This is an optimization exercise on Yosys and OpenROAD, whose aim is small area and a short achievable clock period, not a production implementation.
Function was checked by simulation only, so behaviour that the tests miss may differ from the original.
No activity file was given, so power comes from the tool's default toggle rates.

### flow/config.mk
export PLATFORM = sky130hd
export DESIGN_NAME = fetch
export DESIGN_NICKNAME = fetch
export VERILOG_FILES = /design/flow/design.v
export SDC_FILE = /design/flow/constraint.sdc
export NUM_CORES = 4
export LEC_CHECK = 0
export CAP_MARGIN = 20
export CORE_MARGIN = 2
export CORE_UTILIZATION = 50
export CTS_BUF_LIST = sky130_fd_sc_hd__clkbuf_16
export CTS_CLUSTER_DIAMETER = 100
export CTS_CLUSTER_SIZE = 30
export SETUP_SLACK_MARGIN = 1.9
export SLEW_MARGIN = 20
### flow/design.v
package fetch_pkg;
  localparam int WORD_W             = 32;
  localparam int IMEM_DEPTH_DEFAULT = 128;
  typedef logic [WORD_W-1:0] word_t;
  localparam word_t NOP = 32'h0000_0000;
endpackage
module instr_mem
#(
  parameter int DEPTH = fetch_pkg::IMEM_DEPTH_DEFAULT
) (
  input  logic  clk,
  input  logic  we,
  input  fetch_pkg::word_t waddr,
  input  fetch_pkg::word_t wdata,
  input  logic [DEPTH-1:0] rsel,
  output fetch_pkg::word_t rdata
);
  localparam int AW = $clog2(DEPTH);
  fetch_pkg::word_t mem [DEPTH];
  logic unused_addr_hi;
  assign unused_addr_hi = ^waddr[fetch_pkg::WORD_W-1:AW];
  always_ff @(posedge clk) begin
    if (we) begin
      mem[waddr[AW-1:0]] <= wdata;
    end
  end
  always_comb begin
    rdata = '0;
    for (int i = 0; i < DEPTH; i++) begin
      rdata = rdata | (mem[i] & {fetch_pkg::WORD_W{rsel[i]}});
    end
  end
endmodule
module fetch
#(
  parameter int          IMEM_DEPTH = fetch_pkg::IMEM_DEPTH_DEFAULT,
  parameter logic [31:0] PC_RESET   = 32'h0
) (
  input  logic        clk,
  input  logic        rst,
  input  logic        stall,
  input  logic        ex_mem_pc_src,
  input  logic [31:0] ex_mem_npc,
  input  logic        imem_we,
  input  logic [31:0] imem_waddr,
  input  logic [31:0] imem_wdata,
  output logic [31:0] if_id_instr,
  output logic [31:0] if_id_npc,
  output logic [31:0] pc
);
  localparam int AW = $clog2(IMEM_DEPTH);
  fetch_pkg::word_t imem_rdata;
  fetch_pkg::word_t pc_plus1;
  logic [IMEM_DEPTH-1:0] pc_sel;
  logic [IMEM_DEPTH-1:0] npc_sel;
  assign pc_plus1 = pc + 32'd1;
  always_comb begin
    npc_sel = '0;
    npc_sel[ex_mem_npc[AW-1:0]] = 1'b1;
  end
  instr_mem #(
    .DEPTH (IMEM_DEPTH)
  ) u_instr_mem (
    .clk   (clk),
    .we    (imem_we),
    .waddr (imem_waddr),
    .wdata (imem_wdata),
    .rsel  (pc_sel),
    .rdata (imem_rdata)
  );
  always_ff @(posedge clk or negedge rst) begin
    if (!rst) begin
      pc          <= PC_RESET;
      pc_sel      <= IMEM_DEPTH'(1) << PC_RESET[AW-1:0];
      if_id_instr <= fetch_pkg::NOP;
      if_id_npc   <= 32'h0;
    end else if (ex_mem_pc_src) begin
      pc          <= ex_mem_npc;
      pc_sel      <= npc_sel;
      if_id_instr <= fetch_pkg::NOP;
      if_id_npc   <= 32'h0;
    end else if (!stall) begin
      pc          <= pc_plus1;
      pc_sel      <= {pc_sel[IMEM_DEPTH-2:0], pc_sel[IMEM_DEPTH-1]};
      if_id_instr <= imem_rdata;
      if_id_npc   <= pc_plus1;
    end
  end
endmodule
### flow/flow/run.sh
#!/bin/bash
# Standard ORFS flow with one extra step: after the floorplan, the memory's
# flip-flops are pre-placed in one block per data bit (flow/place_mem.tcl).
set -euo pipefail
export MEM_NBX=8
export MEM_NBY=4
bash standard.sh floorplan > flow_1_floorplan.log 2>&1
openroad -no_init -exit flow/place_mem_run.tcl > flow_2_place_mem.log 2>&1
bash standard.sh finish > flow_3_finish.log 2>&1
### flow/constraint.sdc
create_clock -name core_clock -period 4.2 [get_ports {clk}]
set_input_delay 0.8400 -clock core_clock [delete_from_list [all_inputs] [get_ports {clk}]]
set_output_delay 0.8400 -clock core_clock [all_outputs]
set_load 0.01 [all_outputs]
### flow/flow/place_mem_run.tcl
set odb [file join [pwd] orfs results sky130hd bench base 2_floorplan.odb]
read_db $odb
source [file join [pwd] flow place_mem.tcl]
write_db $odb
### flow/flow/place_mem.tcl
# Pre-place the instruction memory's flip-flops in a regular grid before
# global placement: the array is split into one block per data bit, so each
# bit's 128 words (and the read tree that reduces them) sit together, and the
# word selects and write enables are the only nets that cross the die.
# Flops go one per gap between the well taps of a row, on rows spread evenly
# through each block; they are then marked FIRM so placement keeps them.
set block [ord::get_db_block]
set core [$block getCoreArea]
set cx0 [$core xMin]; set cy0 [$core yMin]; set cx1 [$core xMax]; set cy1 [$core yMax]
set nbx $::env(MEM_NBX)
set nby $::env(MEM_NBY)
set nbits 32
set depth 128

# Free site intervals of each row between its fixed cells (the taps).
set rows [lsort -command {apply {{a b} {expr {[lindex [$a getOrigin] 1] - [lindex [$b getOrigin] 1]}}}} [$block getRows]]
set taps {}
foreach inst [$block getInsts] {
  if {[$inst isFixed]} { lappend taps $inst }
}
array set rowtaps {}
foreach t $taps {
  set y [lindex [$t getLocation] 1]
  lappend rowtaps($y) [list [lindex [$t getLocation] 0] [expr {[lindex [$t getLocation] 0] + [[$t getMaster] getWidth]}]]
}

# Collect the flops by word and bit.
array set ff {}
set fw 0
foreach inst [$block getInsts] {
  if {[regexp {mem\\\[(\d+)\\\]\\\[(\d+)\\\]} [$inst getName] -> w b]} {
    set ff($w,$b) $inst
    set fw [[$inst getMaster] getWidth]
  }
}
if {[array size ff] != $nbits * $depth} { error "found [array size ff] memory flops" }

set site [[lindex $rows 0] getSite]
set sw [$site getWidth]
set rh [$site getHeight]
set bw [expr {($cx1 - $cx0) / $nbx}]
set bh [expr {($cy1 - $cy0) / $nby}]

for {set b 0} {$b < $nbits} {incr b} {
  set bx [expr {$b % $nbx}]
  set by [expr {$b / $nbx}]
  if {$by % 2} { set bx [expr {$nbx - 1 - $bx}] }
  set x0 [expr {$cx0 + $bx * $bw}]; set x1 [expr {$x0 + $bw}]
  set y0 [expr {$cy0 + $by * $bh}]; set y1 [expr {$y0 + $bh}]
  # Slots in every row of the block.
  set brows {}
  foreach r $rows {
    set ry [lindex [$r getOrigin] 1]
    if {$ry < $y0 || $ry + $rh > $y1} continue
    set rx0 [lindex [$r getOrigin] 0]
    set rx1 [expr {$rx0 + [$r getSiteCount] * $sw}]
    set occ [lsort -integer -index 0 [expr {[info exists rowtaps($ry)] ? $rowtaps($ry) : {}}]]
    set slots {}
    set cur [expr {max($rx0, $x0)}]
    # snap to site grid
    set cur [expr {$rx0 + (($cur - $rx0 + $sw - 1) / $sw) * $sw}]
    set lim [expr {min($rx1, $x1)}]
    foreach o [concat $occ [list [list $lim $lim]]] {
      set ox0 [lindex $o 0]; set ox1 [lindex $o 1]
      if {$ox1 <= $cur} continue
      set end [expr {min($ox0, $lim)}]
      while {$cur + $fw <= $end} {
        lappend slots [list $cur $ry [$r getOrient]]
        set cur [expr {$cur + $fw}]
      }
      if {$ox0 >= $lim} break
      set cur [expr {max($cur, $ox1)}]
      set cur [expr {$rx0 + (($cur - $rx0 + $sw - 1) / $sw) * $sw}]
    }
    if {[llength $slots]} { lappend brows $slots }
  }
  # Use as few rows as hold the bit's words, spread evenly over the block.
  set nr [llength $brows]
  set per [llength [lindex $brows 0]]
  set need [expr {($depth + $per - 1) / $per}]
  set order {}
  for {set k 0} {$k < $need && $k < $nr} {incr k} {
    lappend order [expr {int(($k + 0.5) * $nr / double($need))}]
  }
  for {set k 0} {$k < $nr} {incr k} {
    if {[lsearch $order $k] < 0} { lappend order $k }
  }
  set use {}
  set got 0
  foreach idx $order {
    if {$got >= $depth} break
    lappend use $idx
    incr got [llength [lindex $brows $idx]]
  }
  if {$got < $depth} { error "bit $b: block too small ($got slots)" }
  set all {}
  foreach idx [lsort -integer $use] { set all [concat $all [lindex $brows $idx]] }
  for {set w 0} {$w < $depth} {incr w} {
    set s [lindex $all $w]
    set inst $ff($w,$b)
    $inst setOrient [lindex $s 2]
    $inst setLocation [lindex $s 0] [lindex $s 1]
    $inst setPlacementStatus FIRM
  }
}
puts "place_mem: placed [array size ff] memory flops in $nbx x $nby blocks"
### flow/standard.sh
#!/bin/bash
# synth_recipe.tcl (not shown) runs the flow's synth.tcl, then flattens the netlist and writes it again
# the make line also repeats each setting of config.mk as NAME=value (left out here)
make -C /OpenROAD-flow-scripts/flow DESIGN_CONFIG=/design/flow/config.mk WORK_HOME=/design/flow/orfs CLKGATE_MAP_FILE= SYNTH_SCRIPT=/design/flow/synth_recipe.tcl "${@:-finish}"
==> run summary <==
- Synthesized cell area: 156,000 um2
- PortBufs: approximately 170
- GRT Total Usage: 74.0%
- Outcome: did not finish
- Clk sinks: around 4,300
- Largest net degree at the start of global routing: 129
- Hpwl dp: between 600,000 and 700,000 um
- Max clock buf depth: 4
- Most used DFF post-synth: edfxtp_1
- Total CTS buffers: 168
- Root Driver: clkbuf_16
- DP Worst Slack: 0.575 ns
- Syn_nets: 8,440
- Num ports: 197
- Die Y: 563 um
- Synth Warn #: 2
- Placed cell count: around 13,000
- Mapped Cells: roughly 8,300
- Row count: 205
- Die span in x: 563 um
- Sequential-to-total area share from yosys stat: 82.4%
- Yosys cell types: 58
- EDFF count, synth: 4,096
- Initial Utilization: 50.2%
- Syn avg cell area: between 15 and 20 um2
- Number of synthesized register bits: approximately 4,300
- First error: [ERROR GRT-0232] Routing congestion too high. Check the congestion heatmap in the GUI.
- Overflow after GRT: 2
- Async SR Flop Fraction: under 10%
- GPL Wtd Cong: roughly 1.1
- H-tree depth: 4
- Exit stage: global routing
[kinds of logic after synthesis]
family / after synthesis / share of synthesized area [%]
flops: 4320 / 82.4
compound gates: 2351 / 12.1
simple gates: 913 / 3.10
buf+inv: 612 / 1.52
mux: 73 / 0.471
xor+xnor: 62 / 0.348
fa+ha+maj: 4 / 0.0321
[cells in the mapped netlist (all sizes together), types with 2 or more instances]
cell	instances	area, um2
or3	5	32.5
nand4	267	1680
nor3	16	80.1
ha	4	50.1
mux2i	73	734
inv	11	41.3
a22oi	834	6260
nand2	99	372
o21a	8	60.1
a221oi	640	5610
nand3	192	978
xnor2	34	298
o22ai	62	388
nand4b	4	35.0
a221o	2	20.0
nor2	182	686
o21ai	103	516
edfxtp	4096	123000
and3	9	61.3
nand3b	6	45.0
nor4	101	653
dfrtp	223	5580
buf	92	387
a21oi	17	85.1
and2	5	31.3
o31ai	2	20.0
a22o	678	5940
or2	3	18.8
clkbuf	508	1940
nor2b	13	81.3
xor2	28	245
nand2b	7	43.8
[routing by layer]
layer / GRT overflow / global-route usage [%]
met5: 0 / 53.0
met4: 0 / 61.1
met3: 1 / 72.5
met2: 0 / 79.4
met1: 1 / 77.4
[worst max path at each step]
stage,cells past startpoint,endpoint,from
4_1_cts,7,if_id_instr[11],pc_sel[15]
3_5_place_dp,6,u_instr_mem.mem[114][0],imem_waddr[3]
3_3_place_gp,5,u_instr_mem.mem[59][0],imem_waddr[5]
2_1_floorplan,4,u_instr_mem.mem[113][0],imem_waddr[4]
[per-stage QoR]
step	area (um2)	total power, mW
4_1_cts	190000	71.6
2_1_floorplan	158000	49.5
3_5_place_dp	170000	51.6
3_3_place_gp	170000	51.7
[power by group through the flow]
stage,logic [mW],registers (mW),clock network [mW]
after detailed placement,2.75,48.9,0
after CTS,3.74,47.6,20.2
after floorplan,1.07,48.5,0
after global placement,2.77,48.9,0
[what timing repair did]
item,4_1_cts
hold buffers,1
pin swaps,222
endpoints found under the hold margin,45
gates cloned,8
buffers inserted,820
gates resized for setup,1312
setup endpoints to repair,3040
